This design comes from an exercise in tuning for small area on the open sky130 flow, not from production work. In this exercise RTL edits were held to simulation tests only and were not proved equivalent to the original. No activity file was given, so power comes from the tool's default toggle rates.

==> tundra: inputs <==
==> flow/design.v <==
module neuron_status_sequencer #(
  parameter int DATA_WIDTH        = 64,
  parameter int TREF_WIDTH        = 5,
  parameter int NEURON_ADDR_WIDTH = 4
) (
  input  logic                         Clock,
  input  logic                         Reset,
  input  logic                         Start,
  input  logic                         InitWrEn,
  input  logic [NEURON_ADDR_WIDTH-1:0] InitAddr,
  input  logic signed [DATA_WIDTH-1:0] InitVmem,
  output logic                         UpdateEnable,
  output logic [NEURON_ADDR_WIDTH-1:0] NeuronAddr,
  output logic signed [DATA_WIDTH-1:0] Vmem,
  output logic signed [DATA_WIDTH-1:0] gex,
  output logic signed [DATA_WIDTH-1:0] gin,
  output logic [TREF_WIDTH+2:0]        RefVal,
  input  logic signed [DATA_WIDTH-1:0] VmemIn,
  input  logic signed [DATA_WIDTH-1:0] gexIn,
  input  logic signed [DATA_WIDTH-1:0] ginIn,
  input  logic [TREF_WIDTH+2:0]        RefValIn,
  input  logic                         SpikeIn,
  output logic                         SpikeValid,
  output logic [NEURON_ADDR_WIDTH-1:0] SpikeAddr,
  output logic                         Busy,
  output logic                         Done
);
  localparam int NUM_NEURONS = 1 << NEURON_ADDR_WIDTH;
  localparam int REF_WIDTH   = TREF_WIDTH + 3;
  typedef enum logic [1:0] {
    ST_IDLE,
    ST_ISSUE,
    ST_CAPTURE,
    ST_DONE
  } state_t;
  state_t state;
  logic signed [DATA_WIDTH-1:0] vmem_q   [NUM_NEURONS];
  logic signed [DATA_WIDTH-1:0] gex_q    [NUM_NEURONS];
  logic signed [DATA_WIDTH-1:0] gin_q    [NUM_NEURONS];
  logic        [REF_WIDTH-1:0]  refval_q [NUM_NEURONS];
  logic [NEURON_ADDR_WIDTH-1:0] spike_addr_q;
  logic init_write;
  logic capture_write;
  assign init_write    = (state == ST_IDLE) && InitWrEn;
  assign capture_write = (state == ST_CAPTURE);
  assign Vmem   = vmem_q[NeuronAddr];
  assign gex    = gex_q[NeuronAddr];
  assign gin    = gin_q[NeuronAddr];
  assign RefVal = refval_q[NeuronAddr];
  assign SpikeValid = capture_write && SpikeIn;
  assign SpikeAddr  = SpikeValid ? NeuronAddr : spike_addr_q;
  always_ff @(posedge Clock) begin
    if (Reset) begin
      state        <= ST_IDLE;
      NeuronAddr   <= '0;
      UpdateEnable <= 1'b0;
      Busy         <= 1'b0;
      Done         <= 1'b0;
    end else begin
      UpdateEnable <= 1'b0;
      Done         <= 1'b0;
      case (state)
        ST_IDLE: begin
          if (Start) begin
            state        <= ST_ISSUE;
            NeuronAddr   <= '0;
            UpdateEnable <= 1'b1;
            Busy         <= 1'b1;
          end
        end
        ST_ISSUE: begin
          state <= ST_CAPTURE;
        end
        ST_CAPTURE: begin
          if (NeuronAddr == NEURON_ADDR_WIDTH'(NUM_NEURONS - 1)) begin
            state      <= ST_DONE;
            NeuronAddr <= '0;
            Done       <= 1'b1;
          end else begin
            state        <= ST_ISSUE;
            NeuronAddr   <= NeuronAddr + 1'b1;
            UpdateEnable <= 1'b1;
          end
        end
        ST_DONE: begin
          state      <= ST_IDLE;
          NeuronAddr <= '0;
          Busy       <= 1'b0;
        end
        default: begin
          state      <= ST_IDLE;
          NeuronAddr <= '0;
          Busy       <= 1'b0;
        end
      endcase
    end
  end
  always_ff @(posedge Clock) begin
    if (Reset) begin
      for (int i = 0; i < NUM_NEURONS; i++) begin
        vmem_q[i]   <= '0;
        gex_q[i]    <= '0;
        gin_q[i]    <= '0;
        refval_q[i] <= '0;
      end
    end else if (init_write) begin
      vmem_q[InitAddr]   <= InitVmem;
      gex_q[InitAddr]    <= '0;
      gin_q[InitAddr]    <= '0;
      refval_q[InitAddr] <= '0;
    end else if (capture_write) begin
      vmem_q[NeuronAddr]   <= VmemIn;
      gex_q[NeuronAddr]    <= gexIn;
      gin_q[NeuronAddr]    <= ginIn;
      refval_q[NeuronAddr] <= RefValIn;
    end
  end
  always_ff @(posedge Clock) begin
    if (Reset) begin
      spike_addr_q <= '0;
    end else if (SpikeValid) begin
      spike_addr_q <= NeuronAddr;
    end
  end
endmodule
==> flow/run.sh <==
#!/bin/bash
# synth_recipe.tcl (not shown) runs the flow's synth.tcl, then flattens the netlist and writes it again
# the make line also repeats each setting of config.mk as NAME=value (left out here)
make -C /OpenROAD-flow-scripts/flow DESIGN_CONFIG=/design/flow/config.mk WORK_HOME=/design/flow/orfs CLKGATE_MAP_FILE= SYNTH_SCRIPT=/design/flow/synth_recipe.tcl finish
==> flow/config.mk <==
export PLATFORM = sky130hd
export DESIGN_NAME = neuron_status_sequencer
export DESIGN_NICKNAME = neuron_status_sequencer
export VERILOG_FILES = /design/flow/design.v
export SDC_FILE = /design/flow/constraint.sdc
export NUM_CORES = 4
export LEC_CHECK = 0
export CAP_MARGIN = 20
export CORE_MARGIN = 2
export CORE_UTILIZATION = 40
export SLEW_MARGIN = 20
==> flow/constraint.sdc <==
create_clock -name core_clock -period 6.0 [get_ports {Clock}]
set_input_delay 1.2000 -clock core_clock [delete_from_list [all_inputs] [get_ports {Clock}]]
set_output_delay 1.2000 -clock core_clock [all_outputs]
set_load 0.01 [all_outputs]
==> amber: changes against tundra <==
==> flow/design.v, changed modules only <==
module neuron_status_sequencer #(
  parameter int DATA_WIDTH        = 64,
  parameter int TREF_WIDTH        = 5,
  parameter int NEURON_ADDR_WIDTH = 4
) (
  input  logic                         Clock,
  input  logic                         Reset,
  input  logic                         Start,
  input  logic                         InitWrEn,
  input  logic [NEURON_ADDR_WIDTH-1:0] InitAddr,
  input  logic signed [DATA_WIDTH-1:0] InitVmem,
  output logic                         UpdateEnable,
  output logic [NEURON_ADDR_WIDTH-1:0] NeuronAddr,
  output logic signed [DATA_WIDTH-1:0] Vmem,
  output logic signed [DATA_WIDTH-1:0] gex,
  output logic signed [DATA_WIDTH-1:0] gin,
  output logic [TREF_WIDTH+2:0]        RefVal,
  input  logic signed [DATA_WIDTH-1:0] VmemIn,
  input  logic signed [DATA_WIDTH-1:0] gexIn,
  input  logic signed [DATA_WIDTH-1:0] ginIn,
  input  logic [TREF_WIDTH+2:0]        RefValIn,
  input  logic                         SpikeIn,
  output logic                         SpikeValid,
  output logic [NEURON_ADDR_WIDTH-1:0] SpikeAddr,
  output logic                         Busy,
  output logic                         Done
);
  localparam int NUM_NEURONS = 1 << NEURON_ADDR_WIDTH;
  localparam int REF_WIDTH   = TREF_WIDTH + 3;
  localparam int G_WIDTH     = 2 * DATA_WIDTH + REF_WIDTH;
  logic capture;
  assign UpdateEnable = Busy & ~capture & ~Done;
  always_ff @(posedge Clock) begin
    if (Reset) begin
      Busy       <= 1'b0;
      capture    <= 1'b0;
      Done       <= 1'b0;
      NeuronAddr <= '0;
    end else if (!Busy) begin
      Busy <= Start;
    end else if (Done) begin
      Busy <= 1'b0;
      Done <= 1'b0;
    end else if (!capture) begin
      capture <= 1'b1;
    end else begin
      capture    <= 1'b0;
      NeuronAddr <= NeuronAddr + 1'b1;
      Done       <= &NeuronAddr;
    end
  end
  logic init_write;
  assign init_write = ~Busy & InitWrEn;
  logic [NUM_NEURONS-1:0] vmem_v;
  logic [NUM_NEURONS-1:0] g_v;
  always_ff @(posedge Clock) begin
    for (int i = 0; i < NUM_NEURONS; i++) begin
      if (Reset) begin
        vmem_v[i] <= 1'b0;
        g_v[i]    <= 1'b0;
      end else if (init_write && InitAddr == i) begin
        vmem_v[i] <= 1'b1;
        g_v[i]    <= 1'b0;
      end else if (capture && NeuronAddr == i) begin
        vmem_v[i] <= 1'b1;
        g_v[i]    <= 1'b1;
      end
    end
  end
  logic [DATA_WIDTH-1:0] vmem_q [NUM_NEURONS];
  logic [DATA_WIDTH-1:0] vmem_wd;
  assign vmem_wd = (VmemIn & {DATA_WIDTH{capture}}) | (InitVmem & {DATA_WIDTH{~Busy}});
  always_ff @(posedge Clock) begin
    for (int i = 0; i < NUM_NEURONS; i++) begin
      if ((init_write && InitAddr == i) || (capture && NeuronAddr == i))
        vmem_q[i] <= vmem_wd;
    end
  end
  always_comb begin
    Vmem = '0;
    for (int i = 0; i < NUM_NEURONS; i++)
      Vmem = Vmem | (vmem_q[i] & {DATA_WIDTH{vmem_v[i] && NeuronAddr == i}});
  end
  logic [G_WIDTH-1:0] g_q [NUM_NEURONS];
  always_ff @(posedge Clock) begin
    if (capture) begin
      for (int i = 0; i < NUM_NEURONS - 1; i++)
        g_q[i] <= g_q[i+1];
      g_q[NUM_NEURONS-1] <= {gexIn, ginIn, RefValIn};
    end
  end
  logic g_ok;
  assign g_ok = g_v[NeuronAddr];
  assign {gex, gin, RefVal} = g_q[0] & {G_WIDTH{g_ok}};
  logic [NEURON_ADDR_WIDTH-1:0] spike_addr_q;
  assign SpikeValid = capture & SpikeIn;
  assign SpikeAddr  = SpikeValid ? NeuronAddr : spike_addr_q;
  always_ff @(posedge Clock) begin
    if (Reset)
      spike_addr_q <= '0;
    else if (SpikeValid)
      spike_addr_q <= NeuronAddr;
  end
endmodule
==> flow/flow/run.sh (new file) <==
#!/bin/bash
# Standard ORFS layout (the standard.sh, standard synthesis included) with two changes:
# ports are buffered with the smallest buffer, sky130_fd_sc_hd__buf_1, and CTS inserts
# no dummy loads. Each tool's output is logged under orfs/logs; make's output goes to
# flow_make.log in the work folder.
set -euo pipefail
export BUFFER_PORTS_ARGS="-buffer_cell sky130_fd_sc_hd__buf_1"
export CTS_ARGS="-sink_clustering_enable -repair_clock_nets -dont_use_dummy_load -sink_clustering_size 40 -sink_clustering_max_diameter 60"
bash standard.sh finish > flow_make.log 2>&1
==> flow/standard.sh (new file) <==
#!/bin/bash
# synth_recipe.tcl (not shown) runs the flow's synth.tcl, then flattens the netlist and writes it again
# the make line also repeats each setting of config.mk as NAME=value (left out here)
make -C /OpenROAD-flow-scripts/flow DESIGN_CONFIG=/design/flow/config.mk WORK_HOME=/design/flow/orfs CLKGATE_MAP_FILE= SYNTH_SCRIPT=/design/flow/synth_recipe.tcl "${@:-finish}"
- CORE_UTILIZATION: 40 -> 70
- CTS_CLUSTER_DIAMETER: unset -> 60
- CTS_CLUSTER_SIZE: unset -> 40
- PLACE_DENSITY: unset -> 0.75
removed: flow/run.sh
==> harbor: changes against tundra <==
==> flow/design.v, changed modules only <==
module neuron_status_sequencer #(
  parameter int DATA_WIDTH        = 64,
  parameter int TREF_WIDTH        = 5,
  parameter int NEURON_ADDR_WIDTH = 4
) (
  input  logic                         Clock,
  input  logic                         Reset,
  input  logic                         Start,
  input  logic                         InitWrEn,
  input  logic [NEURON_ADDR_WIDTH-1:0] InitAddr,
  input  logic signed [DATA_WIDTH-1:0] InitVmem,
  output logic                         UpdateEnable,
  output logic [NEURON_ADDR_WIDTH-1:0] NeuronAddr,
  output logic signed [DATA_WIDTH-1:0] Vmem,
  output logic signed [DATA_WIDTH-1:0] gex,
  output logic signed [DATA_WIDTH-1:0] gin,
  output logic [TREF_WIDTH+2:0]        RefVal,
  input  logic signed [DATA_WIDTH-1:0] VmemIn,
  input  logic signed [DATA_WIDTH-1:0] gexIn,
  input  logic signed [DATA_WIDTH-1:0] ginIn,
  input  logic [TREF_WIDTH+2:0]        RefValIn,
  input  logic                         SpikeIn,
  output logic                         SpikeValid,
  output logic [NEURON_ADDR_WIDTH-1:0] SpikeAddr,
  output logic                         Busy,
  output logic                         Done
);
  localparam int NUM_NEURONS = 1 << NEURON_ADDR_WIDTH;
  localparam int REF_WIDTH   = TREF_WIDTH + 3;
  localparam int G_WIDTH     = 2 * DATA_WIDTH + REF_WIDTH;
  logic capture;
  assign UpdateEnable = Busy & ~capture & ~Done;
  always_ff @(posedge Clock) begin
    if (Reset) begin
      Busy       <= 1'b0;
      capture    <= 1'b0;
      Done       <= 1'b0;
      NeuronAddr <= '0;
    end else if (!Busy) begin
      Busy <= Start;
    end else if (Done) begin
      Busy <= 1'b0;
      Done <= 1'b0;
    end else if (!capture) begin
      capture <= 1'b1;
    end else begin
      capture    <= 1'b0;
      NeuronAddr <= NeuronAddr + 1'b1;
      Done       <= &NeuronAddr;
    end
  end
  logic init_write;
  assign init_write = ~Busy & InitWrEn;
  logic [NUM_NEURONS-1:0] vmem_v;
  logic [NUM_NEURONS-1:0] g_v;
  always_ff @(posedge Clock) begin
    for (int i = 0; i < NUM_NEURONS; i++) begin
      if (Reset) begin
        vmem_v[i] <= 1'b0;
        g_v[i]    <= 1'b0;
      end else if (init_write && InitAddr == i) begin
        vmem_v[i] <= 1'b1;
        g_v[i]    <= 1'b0;
      end else if (capture && NeuronAddr == i) begin
        vmem_v[i] <= 1'b1;
        g_v[i]    <= 1'b1;
      end
    end
  end
  logic [DATA_WIDTH-1:0] vmem_q [NUM_NEURONS];
  logic [DATA_WIDTH-1:0] vmem_wd;
  assign vmem_wd = capture ? VmemIn : InitVmem;
  always_ff @(posedge Clock) begin
    for (int i = 0; i < NUM_NEURONS; i++) begin
      if ((init_write && InitAddr == i) || (capture && NeuronAddr == i))
        vmem_q[i] <= vmem_wd;
    end
  end
  always_comb begin
    Vmem = '0;
    for (int i = 0; i < NUM_NEURONS; i++)
      Vmem = Vmem | (vmem_q[i] & {DATA_WIDTH{vmem_v[i] && NeuronAddr == i}});
  end
  logic [G_WIDTH-1:0] g_q [NUM_NEURONS];
  always_ff @(posedge Clock) begin
    if (capture) begin
      for (int i = 0; i < NUM_NEURONS - 1; i++)
        g_q[i] <= g_q[i+1];
      g_q[NUM_NEURONS-1] <= {gexIn, ginIn, RefValIn};
    end
  end
  logic g_ok;
  assign g_ok = g_v[NeuronAddr];
  assign {gex, gin, RefVal} = g_q[0] & {G_WIDTH{g_ok}};
  logic [NEURON_ADDR_WIDTH-1:0] spike_addr_q;
  assign SpikeValid = capture & SpikeIn;
  assign SpikeAddr  = SpikeValid ? NeuronAddr : spike_addr_q;
  always_ff @(posedge Clock) begin
    if (Reset)
      spike_addr_q <= '0;
    else if (SpikeValid)
      spike_addr_q <= NeuronAddr;
  end
endmodule
==> summary.txt <==
- harbor went through all stages and came out clean. amber finished with timing, DRC and antenna clean. tundra ran to the end with no violations.
- Worst hold slack: harbor < amber < tundra.
- First-iteration DRC count: tundra > amber > harbor.
- Wire length: tundra > harbor > amber.
- The highest clock power belongs to tundra, the lowest to amber.
- In harbor the sequential power is larger than in tundra, by about 5%.
- Non-clock buffer count, highest first: tundra, harbor, amber.
- In amber the synthesized cell count is lower than in tundra, by about 50%.
- In harbor the setup slack is higher than in amber, by 64 ps.
- The highest cell count belongs to tundra, the lowest to amber.
==> figures <==
|  | amber | harbor | tundra |
|---|---|---|---|
| First-pass GRT wire length | 256 mm | 274 mm | 603 mm |
| Vias in the first global route | 41637 | 43182 | 84112 |
| PnR Total Power | 0.0392 W | 0.0488 W | 0.0488 W |
| Num CTS Buffers | 149 | 341 | 340 |
| Initial core utilization | 70.3% | 40.1% | 40.2% |
| Placed instance count | 6839 | 8371 | 13439 |
| Largest incremental delay on the critical path | 800 ps | 700 ps | 880 ps |
| Worst R2R Setup Slack | 2570 ps | 2570 ps | 1760 ps |
| Yosys top cell area share | 91.4% | 91.3% | 71.0% |
| Actual transition at the worst max-transition pin | 1070 ps | 1110 ps | 1290 ps |
| Capture point of the critical path | Vmem[19] | Vmem[51] | gin[51] |
| Crit path setup slack, layout | 330 ps | 394 ps | 342 ps |
| Met3 GRT Util | 4.28% | 3.15% | 3.46% |
| Met2 routed wirelength | 87.6 mm | 86.0 mm | 211 mm |
| Seq group | 0.0271 W | 0.0271 W | 0.0257 W |
| Signal buf overhead | 2.38% | 4.88% | 5.48% |
| Status | finished clean | finished clean | finished clean |
| Critical path buffer and inverter count | 3 | 3 | 2 |
| Part of the Yosys area used for sequential elements | 92.2% | 92.2% | 71.3% |
| Min-Delay Path Depth | 0 | 0 | 2 |

## port drivers added, routing unchanged
No port has a modelled driver above. Below, the same layouts with a new extraction and two added sets of constraints. Step 1: set_driving_cell puts a clkbuf_16 on Clock and a buf_2 on each other input, an assumption about the parent block. Step 2 moves the port delays by t, midway between the first and last clock arrival at a register: inputs arrive t later, outputs are due t later. That takes back most of the time a late clock gives input paths. a / b / c = ideal / step 1 / step 2; a / b = the first two.
run | t (ns) | setup WS [ns] | worst hold slack (ns) | worst data-port slew with drivers (ns)
tundra | 1.024 | 0.342 / 0.238 / 0.685 | 0.522 / 0.522 / 0.522 | 0.16
amber | 0.851 | 0.330 / 0.250 / 1.101 | 0.384 / 0.384 / 0.384 | 0.12
harbor | 0.983 | 0.394 / 0.306 / 1.289 | 0.353 / 0.353 / 0.353 | 0.09
After both steps setup and hold are still met in every run listed.
